Context: an optimization exercise on an open-source flow, tuned for small area, a short achievable clock period and few clock cycles. The choices shown serve that exercise and are no tape-out recipe. Where RTL was checked, it was by simulation tests only, not by an equivalence proof against the original.

## job 101
Design snn_conv_quant, start of the top module:
module snn_conv_quant (
    input  logic       clk,
    input  logic       rst_n,
    input  logic       in_valid,
    input  logic [7:0] img,
    input  logic [7:0] ker,
    input  logic       mode,
    output logic       out_valid,
    output logic [7:0] out_data
);
Size in the first run: ~430 flip-flops, about 29 I/O pins, roughly 28,000 um^2 of cells after synthesis.
clock: 25.0 ns
lec_check: 0
abc_clock_period_in_ps: 5000
cap_margin: 20
core_margin: 2
core_utilization: 45
cts_cluster_diameter: 100
cts_cluster_size: 32
slew_margin: 20
synth_hierarchical: 1
standard.sh (not shown) runs the stock make flow with config.mk's settings and CLKGATE_MAP_FILE= SYNTH_SCRIPT=/design/flow/synth_recipe.tcl, a recipe that flattens the netlist after the stock synthesis.
==> flow/flow/run.sh <==
#!/bin/bash
set -euo pipefail
export BUFFER_PORTS_ARGS="-buffer_cell sky130_fd_sc_hd__buf_4"
export SETUP_SLACK_MARGIN=18.8
export SKIP_GATE_CLONING=1
bash standard.sh > standard.log 2>&1
Testbench counts of job 101, summed over its fixed seeds: cycles 13,044.
## Diff of input files: job 102 against job 101
# job 101
export LEC_CHECK = 0
export ABC_CLOCK_PERIOD_IN_PS = 5000
export CAP_MARGIN = 20
export CORE_MARGIN = 2
export CORE_UTILIZATION = 45
export CTS_CLUSTER_DIAMETER = 100
export CTS_CLUSTER_SIZE = 32
export SLEW_MARGIN = 20
export SYNTH_HIERARCHICAL = 1
create_clock -name core_clock -period 25.0 [get_ports {clk}]
# job 102
export LEC_CHECK = 0
export ABC_CLOCK_PERIOD_IN_PS = 5000
export CAP_MARGIN = 20
export CORE_MARGIN = 2
export CORE_UTILIZATION = 70
export CTS_CLUSTER_DIAMETER = 100
export CTS_CLUSTER_SIZE = 32
export SLEW_MARGIN = 20
export SYNTH_HIERARCHICAL = 1
create_clock -name core_clock -period 25.0 [get_ports {clk}]
### Flow results
On job 102: fraction of area in registers is 0.80 points higher than what job 101 gave.
[compare] base=job 101 new=job 102: peak per-stage delay on the critical path went down 0.02 ns; final cell utilization of the core rose 26 points; starting DRC count in detailed routing now sits higher.
The area taken by multi-input logic gates of job 102 and that of job 101 are within noise of each other.
In the metrics for job 102 and job 101, the one carrying the lower clock-cell share of area is job 102.
The inputs of job 103 differ from those of job 102 as listed below.
# job 102
export LEC_CHECK = 0
export ABC_CLOCK_PERIOD_IN_PS = 5000
export CAP_MARGIN = 20
export CORE_MARGIN = 2
export CORE_UTILIZATION = 70
export CTS_CLUSTER_DIAMETER = 100
export CTS_CLUSTER_SIZE = 32
export SLEW_MARGIN = 20
export SYNTH_HIERARCHICAL = 1
create_clock -name core_clock -period 25.0 [get_ports {clk}]
# job 103
export LEC_CHECK = 0
export ABC_CLOCK_PERIOD_IN_PS = 5000
export CAP_MARGIN = 20
export CORE_MARGIN = 2
export CORE_UTILIZATION = 60
export CTS_CLUSTER_DIAMETER = 100
export CTS_CLUSTER_SIZE = 32
export SLEW_MARGIN = 20
export SYNTH_HIERARCHICAL = 1
create_clock -name core_clock -period 25.0 [get_ports {clk}]
==> flow/flow/run.sh <==
#!/bin/bash
set -euo pipefail
export BUFFER_PORTS_ARGS="-buffer_cell sky130_fd_sc_hd__buf_4"
export SETUP_SLACK_MARGIN=19.1
export SKIP_GATE_CLONING=1
bash standard.sh > standard.log 2>&1
- Re wire length of the first global-routing pass: job 102 and job 103 aren't equal, and the lower value belongs to job 103.
- Re number of slew-limit violations in the final report: no difference whatsoever between job 102 and job 103.
- Looking at share of cell area taken by multi-input logic gates, job 103 sits 1.0 points below job 102.
- Re via count of the first global-routing pass: job 102 and job 103 aren't equal, and the lower value belongs to job 103.
- Between job 102 and job 103, non-clock buffer count increased.
- Job 102 → job 103: routed wire length on met3 dropped 3200 um, total via count after detailed routing dropped 604, non-filler instance count after layout climbed 4.7%, post-detailed-routing wire length dropped about 5%.
- Between job 103 and job 102, it is job 103 whose number of cell rows is higher, by 6.
Here is what was changed in the inputs of job 104 compared with job 103.
# job 103
export LEC_CHECK = 0
export ABC_CLOCK_PERIOD_IN_PS = 5000
export CAP_MARGIN = 20
export CORE_MARGIN = 2
export CORE_UTILIZATION = 60
export CTS_CLUSTER_DIAMETER = 100
export CTS_CLUSTER_SIZE = 32
export SLEW_MARGIN = 20
export SYNTH_HIERARCHICAL = 1
create_clock -name core_clock -period 25.0 [get_ports {clk}]
# job 104
export LEC_CHECK = 0
export ABC_CLOCK_PERIOD_IN_PS = 5000
export CAP_MARGIN = 20
export CORE_MARGIN = 2
export CORE_UTILIZATION = 50
export CTS_CLUSTER_DIAMETER = 80
export CTS_CLUSTER_SIZE = 25
export SLEW_MARGIN = 20
export SYNTH_HIERARCHICAL = 1
create_clock -name core_clock -period 25.0 [get_ports {clk}]
==> flow/flow/run.sh <==
#!/bin/bash
set -euo pipefail
export BUFFER_PORTS_ARGS="-buffer_cell sky130_fd_sc_hd__buf_4"
export SETUP_SLACK_MARGIN=18.8
export SKIP_GATE_CLONING=1
bash standard.sh > standard.log 2>&1
Findings:
[compare] base=job 103 new=job 104: worst-case setup margin in the final layout now smaller; delay contributed by the slowest stage of the critical path comparable; buffer count excluding the clock tree in the final layout now smaller; count of clock-buffer cells in the layout now larger; post-detailed-placement half-perimeter wirelength now larger.


== run 1 ==
snn_conv_quant, a different RTL version from the one above (not shown whole).
Size in the first run: about 450 flip-flops, roughly 29 I/O pins.
Design snn_conv_quant, start of the top module:
module snn_conv_quant (
    input  logic       clk,
    input  logic       rst_n,
    input  logic       in_valid,
    input  logic [7:0] img,
    input  logic [7:0] ker,
    input  logic       mode,
    output logic       out_valid,
    output logic [7:0] out_data
);
==> flow/config.mk <==
export PLATFORM = sky130hd
export DESIGN_NAME = snn_conv_quant
export DESIGN_NICKNAME = snn_conv_quant
export VERILOG_FILES = /design/flow/design.v
export SDC_FILE = /design/flow/constraint.sdc
export NUM_CORES = 4
export LEC_CHECK = 0
export ABC_CLOCK_PERIOD_IN_PS = 5000
export CAP_MARGIN = 20
export CORE_MARGIN = 2
export CORE_UTILIZATION = 60
export CTS_CLUSTER_DIAMETER = 80
export CTS_CLUSTER_SIZE = 25
export SLEW_MARGIN = 20
export SYNTH_HIERARCHICAL = 1
==> flow/constraint.sdc <==
create_clock -name core_clock -period 25.0 [get_ports {clk}]
set_input_delay 5.0000 -clock core_clock [delete_from_list [all_inputs] [get_ports {clk}]]
set_output_delay 5.0000 -clock core_clock [all_outputs]
set_load 0.01 [all_outputs]
==> flow/flow/run.sh <==
#!/bin/bash
set -euo pipefail
export BUFFER_PORTS_ARGS="-buffer_cell sky130_fd_sc_hd__buf_4"
export SETUP_SLACK_MARGIN=19.0
export SKIP_GATE_CLONING=1
bash standard.sh > standard.log 2>&1
Testbench counts of run 1, summed over its fixed seeds: cycles 13,044.
Input-level comparison between run 2 and run 1:
Settings: CTS_CLUSTER_DIAMETER: 80 -> unset; CTS_CLUSTER_SIZE: 25 -> unset.
==> flow/flow/run.sh <==
#!/bin/bash
set -euo pipefail
export BUFFER_PORTS_ARGS="-buffer_cell sky130_fd_sc_hd__buf_4"
export SETUP_SLACK_MARGIN=18.8
export SKIP_GATE_CLONING=1
bash standard.sh > standard.log 2>&1
Findings:
[run 2 vs run 1] register-to-register slack: lower in run 2. Run 2 completed; timing, DRC and antenna clean. Summary of run 2 over run 1: clock skew shrank by 0.031 ns, final area grew by 2.0%.
## Diff of input files: run 3 against run 2
Settings: CTS_CLUSTER_DIAMETER newly set to 80; CORE_UTILIZATION changed from 60 to 70; CTS_CLUSTER_SIZE newly set to 25.
==> flow/flow/run.sh <==
#!/bin/bash
set -euo pipefail
export BUFFER_PORTS_ARGS="-buffer_cell sky130_fd_sc_hd__buf_4"
export SETUP_SLACK_MARGIN=19.0
export SKIP_GATE_CLONING=1
bash standard.sh > standard.log 2>&1
- Run 2 → run 3: area taken by flip-flops and latches did not really move; non-clock buffer contribution to total cell area went up.
- Run 3 finished every step from synthesis to the final layout, and the layout passed the timing, design-rule and antenna checks.
- Going from run 2 to run 3, area of the multi-input gates went up 110 um^2.
- Count of buffering cells on the critical path with inverters included in run 3 is 1 higher than in run 2
- Max freq run 2 -> run 3: improved
- Going from run 2 to run 3, the area growth from synthesis to final layout was found to have gone down by 2.0 points.
- Status: post-synthesis cell count parity (run 2, run 3)
Inputs modified between run 3 and run 4:
Settings: clearing CTS_CLUSTER_SIZE, which used to be 25; swapping 70 for 60 in CORE_UTILIZATION; clearing CTS_CLUSTER_DIAMETER, which used to be 80.
==> flow/run.sh (new file) <==
#!/bin/bash
# synth_recipe.tcl (not shown) runs the flow's synth.tcl, then flattens the netlist and writes it again
# the make line also repeats each setting of config.mk as NAME=value (left out here)
make -C /OpenROAD-flow-scripts/flow DESIGN_CONFIG=/design/flow/config.mk WORK_HOME=/design/flow/orfs CLKGATE_MAP_FILE= SYNTH_SCRIPT=/design/flow/synth_recipe.tcl finish
removed: flow/flow/run.sh
removed: flow/standard.sh
Results
Taking run 3 as the reference, in run 4 first-pass GRT wire length down about 2.2%, overall routed net length saw a decrease, core area now larger. Summary of the comparison: actual slew at the worst max-slew pin is lower in run 4, relative to run 3. Die area, run 4 and run 3: lower on run 3. Uppermost signal routing layer after detailed routing: met4 -> run 4, met5 -> run 3. The vias after detailed routing of run 4 falls short of that of run 3 by 4.0%. Delta (run 4 minus run 3): post-layout instance area increased by 1.3% relative to the old numbers, final worst setup slack decreased by 0.39 ns relative to the old numbers.
Input-level comparison between run 5 and run 4:
==> flow/flow/run.sh (new file) <==
#!/bin/bash
set -euo pipefail
export BUFFER_PORTS_ARGS="-buffer_cell sky130_fd_sc_hd__buf_4"
export SETUP_SLACK_MARGIN=19.0
export SKIP_GATE_CLONING=1
bash standard.sh > standard.log 2>&1
==> flow/standard.sh (new file) <==
#!/bin/bash
# synth_recipe.tcl (not shown) runs the flow's synth.tcl, then flattens the netlist and writes it again
# the make line also repeats each setting of config.mk as NAME=value (left out here)
make -C /OpenROAD-flow-scripts/flow DESIGN_CONFIG=/design/flow/config.mk WORK_HOME=/design/flow/orfs CLKGATE_MAP_FILE= SYNTH_SCRIPT=/design/flow/synth_recipe.tcl "${@:-finish}"
removed: flow/run.sh
- Taking run 4 as the reference, in run 5 post-route cell area increased about 1.5%; critical path depth went down; clock buffer count from CTS now sits higher; length of routed wiring on met1 dropped 1.2%.
- For the count of clock-net buffers in the final layout, run 5 came in about 12% higher than run 4 did.
- Delta (run 5 minus run 4): worst hold slack now sits at about the same level, die height about even, time the worst path needs with I/O delays and setup went down by 0.42 ns.
- Via count | run 5 above run 4
- Going from run 4 to run 5, final cell count grows by about 0.8%.
Relative to run 5, the following input files were edited for run 6:
Settings: CTS_CLUSTER_SIZE newly set to 32; CTS_CLUSTER_DIAMETER newly set to 100.
Results
- Looking only at total routing usage reported by global routing, and setting everything else aside, the higher value of run 6 and run 5 goes to run 5.
- As far as final max-slew violation count goes, run 5 and run 6 are indistinguishable; the numbers are identical.
- Stage delay of the slowest cell on the critical path: run 6 > run 5
- Run 6 vs run 5: detailed route wirelength on metal3 down
- Compared with run 5, run 6 shows total of clock buffers placed in the layout that has gone down by more than half.


Setup of lane 1:
snn_conv_quant with an RTL version that a note above also has.
Size in the first run: about 430 flip-flops, roughly 29 I/O pins.
## snn_conv_quant
module snn_conv_quant (
    input  logic       clk,
    input  logic       rst_n,
    input  logic       in_valid,
    input  logic [7:0] img,
    input  logic [7:0] ker,
    input  logic       mode,
    output logic       out_valid,
    output logic [7:0] out_data
);
    localparam int L = 2;           
    localparam int C = 35 - L;      
    logic [5:0] r_cnt;      
    logic       r_busy;     
    logic       r_mode;
    logic       w_done;     
    assign w_done = in_valid && !r_busy && (r_cnt == 6'd35);
    always_ff @(posedge clk or negedge rst_n) begin
        if (!rst_n)
            r_cnt <= '0;
        else if (in_valid && !r_busy && r_cnt != 6'd35)
            r_cnt <= r_cnt + 1'b1;
        else
            r_cnt <= '0;
    end
    always_ff @(posedge clk) begin
        if (!r_busy && r_cnt == 6'd0)
            r_mode <= mode;
    end
    logic [35:0][7:0] r_img;    
    logic [8:0][7:0]  r_ker;
    logic             w_kload, w_kshift;
    assign w_kload  = (r_cnt < 6'd9);
    assign w_kshift = !r_busy && (w_kload || (!r_mode && r_cnt < 6'd15));
    always_ff @(posedge clk) begin
        r_img[0] <= r_busy ? r_img[35] : img;
        for (int i = 1; i < 36; i++)
            r_img[i] <= r_img[i-1];
        if (w_kshift) begin
            r_ker[8] <= w_kload ? ker : r_ker[0];
            for (int i = 0; i < 8; i++)
                r_ker[i] <= r_ker[i+1];
        end
    end
    logic [5:0] r_rr, r_rc, w_rr_n, w_rc_n;
    always_comb begin
        if (!r_busy && r_cnt == 6'(C)) begin
            w_rr_n = 6'b000001;
            w_rc_n = 6'b000001;
        end else begin
            w_rc_n = {r_rc[4:0], r_rc[5]};
            w_rr_n = r_rc[5] ? {r_rr[4:0], r_rr[5]} : r_rr;
        end
    end
    always_ff @(posedge clk) begin
        r_rr <= w_rr_n;
        r_rc <= w_rc_n;
    end
    logic w_v0, w_last0;
    assign w_v0    = r_mode || (!r_rr[4] && !r_rr[5] && !r_rc[0] && !r_rc[5]);
    assign w_last0 = r_mode ? (r_rr[5] && r_rc[5]) : (r_rr[3] && r_rc[4]);
    function automatic logic [7:0] px(input int a, input int b);
        px = r_img[(C - 6*a - b + 36) % 36];
    endfunction
    logic [8:0][7:0] w_x;
    logic [8:0][7:0] w_k;
    assign w_k = r_ker;
    logic              r_v1, r_last1;
    logic [19:0]       w_s, w_ns;
    logic [22-1:0] w_qa, w_qb, w_qy;
    logic r_c0;
    logic r_nc0;
    logic r_c5;
  ...
Settings: LEC_CHECK=0, ABC_CLOCK_PERIOD_IN_PS=5000, CAP_MARGIN=20, CORE_MARGIN=2, CORE_UTILIZATION=50, CTS_CLUSTER_DIAMETER=100, CTS_CLUSTER_SIZE=32, SLEW_MARGIN=20, SYNTH_HIERARCHICAL=1; clock period 25.0 ns.
==> flow/flow/run.sh <==
#!/bin/bash
set -euo pipefail
export BUFFER_PORTS_ARGS="-buffer_cell sky130_fd_sc_hd__buf_4"
export SETUP_SLACK_MARGIN=18.8
export SKIP_GATE_CLONING=1
bash standard.sh > standard.log 2>&1
Testbench counts of lane 1, summed over its fixed seeds: cycles 13,044.
Changes in lane 2 relative to lane 1:
- CORE_UTILIZATION changed from 50 to 60
==> flow/flow/run.sh <==
#!/bin/bash
set -euo pipefail
export BUFFER_PORTS_ARGS="-buffer_cell sky130_fd_sc_hd__buf_4"
export SETUP_SLACK_MARGIN=18.9
export SKIP_GATE_CLONING=1
bash standard.sh > standard.log 2>&1
Notes after the runs:
Lane 1 finished every stage and its layout cleared the timing, design-rule and antenna checks. Lane 2 finished end to end and its layout was clean on timing, DRC and antenna. Lane 2 and lane 1 ended up with roughly the same data arrival time at the worst-slack endpoint. Register share of the cell area delta (lane 1 -> lane 2): insignificant. Compared with lane 1, lane 2 shows a lower count of filler cells inserted in the layout. Delta (lane 2 minus lane 1): number of setup buffers added after CTS fell 2; final wirelength fell about 1.6%; via count of the routed design rose about 2.3%.


snn_conv_quant, a different RTL version from the one above (not shown whole).
For scale: ~430 flip-flops, ~28000 um2 of cells after synthesis.
clock: 25.0 ns
lec_check: 0
abc_clock_period_in_ps: 5000
cap_margin: 20
core_margin: 2
core_utilization: 60
cts_cluster_diameter: 100
cts_cluster_size: 32
slew_margin: 20
synth_hierarchical: 1
==> flow/flow/run.sh <==
#!/bin/bash
set -euo pipefail
export BUFFER_PORTS_ARGS="-buffer_cell sky130_fd_sc_hd__buf_4"
export SETUP_SLACK_MARGIN=19.0
export SKIP_GATE_CLONING=1
bash standard.sh > standard.log 2>&1
The first run completed with no timing, DRC or antenna violations.
Rerun with:
==> flow/flow/run.sh (replaced) <==
#!/bin/bash
set -euo pipefail
export BUFFER_PORTS_ARGS="-buffer_cell sky130_fd_sc_hd__buf_4"
export SETUP_SLACK_MARGIN=19.1
export SKIP_GATE_CLONING=1
bash standard.sh > standard.log 2>&1
What happened:
- The new run went through all stages and came out clean
- clock skew hardly moves
- worst setup slack gains 0.0064 ns
- fmax is about the same
- global-route usage is about the same
- worst hold slack gets worse by 0.0033 ns
- cell area came out higher by 0.94%
- synthesized area is unchanged
- synthesized cell count does not change
No functional check of the RTL was part of any run of this note.

## separate check: timing with driven ports
No port has a modelled driver above. Below, the same layouts with a new extraction and two added sets of constraints. Step 1, drivers: a clkbuf_16 drives clk and a buf_2 each remaining input, both assumed. Step 2 adds t to the input delays and takes it off the output delays; t is the mean of the earliest and latest rising clock arrival at the registers after step 1. Input paths then give back, and output paths get back, about the clock's delay inside the block. a / b / c = ideal / step 1 / step 2; a / b = the first two.
run	t (ns)	setup WS [ns]	hold WS [ns]	worst data-port slew with drivers (ns)	pins driven straight from the clock port
job 101	0.655	18.843 / 18.788 / 18.843	0.322 / 0.322 / 0.322	0.05	1
job 102	0.631	18.864 / 18.839 / 18.864	0.333 / 0.333 / 0.333	0.04	1
job 103	0.636	18.892 / 18.834 / 19.082	0.317 / 0.317 / 0.317	0.05	1
job 104	0.663	18.870 / 18.809 / 18.898	0.313 / 0.313 / 0.313	0.05	1
run 1	0.650	18.891 / 18.832 / 19.012	0.295 / 0.295 / 0.295	0.04	1
run 2	0.645	18.848 / 18.848 / 18.848	0.322 / 0.322 / 0.322	0.04	1
run 3	0.647	18.895 / 18.840 / 19.021	0.321 / 0.321 / 0.321	0.04	1
run 4	0.641	18.501 / 18.497 / 18.501	0.321 / 0.321 / 0.321	0.04	1
run 5	0.645	18.921 / 18.861 / 19.052	0.323 / 0.323 / 0.323	0.04	1
run 6	0.625	18.912 / 18.849 / 19.033	0.322 / 0.322 / 0.322	0.04	1
lane 1	0.647	18.882 / 18.820 / 18.895	0.309 / 0.309 / 0.309	0.05	1
lane 2	0.639	18.886 / 18.829 / 18.942	0.311 / 0.311 / 0.311	0.05	1
the first run of note 4	0.629	18.907 / 18.855 / 18.907	0.314 / 0.314 / 0.314	0.04	1
the second run of note 4	0.638	18.914 / 18.853 / 18.918	0.311 / 0.311 / 0.311	0.04	1
After both steps setup and hold are still met in every run listed.
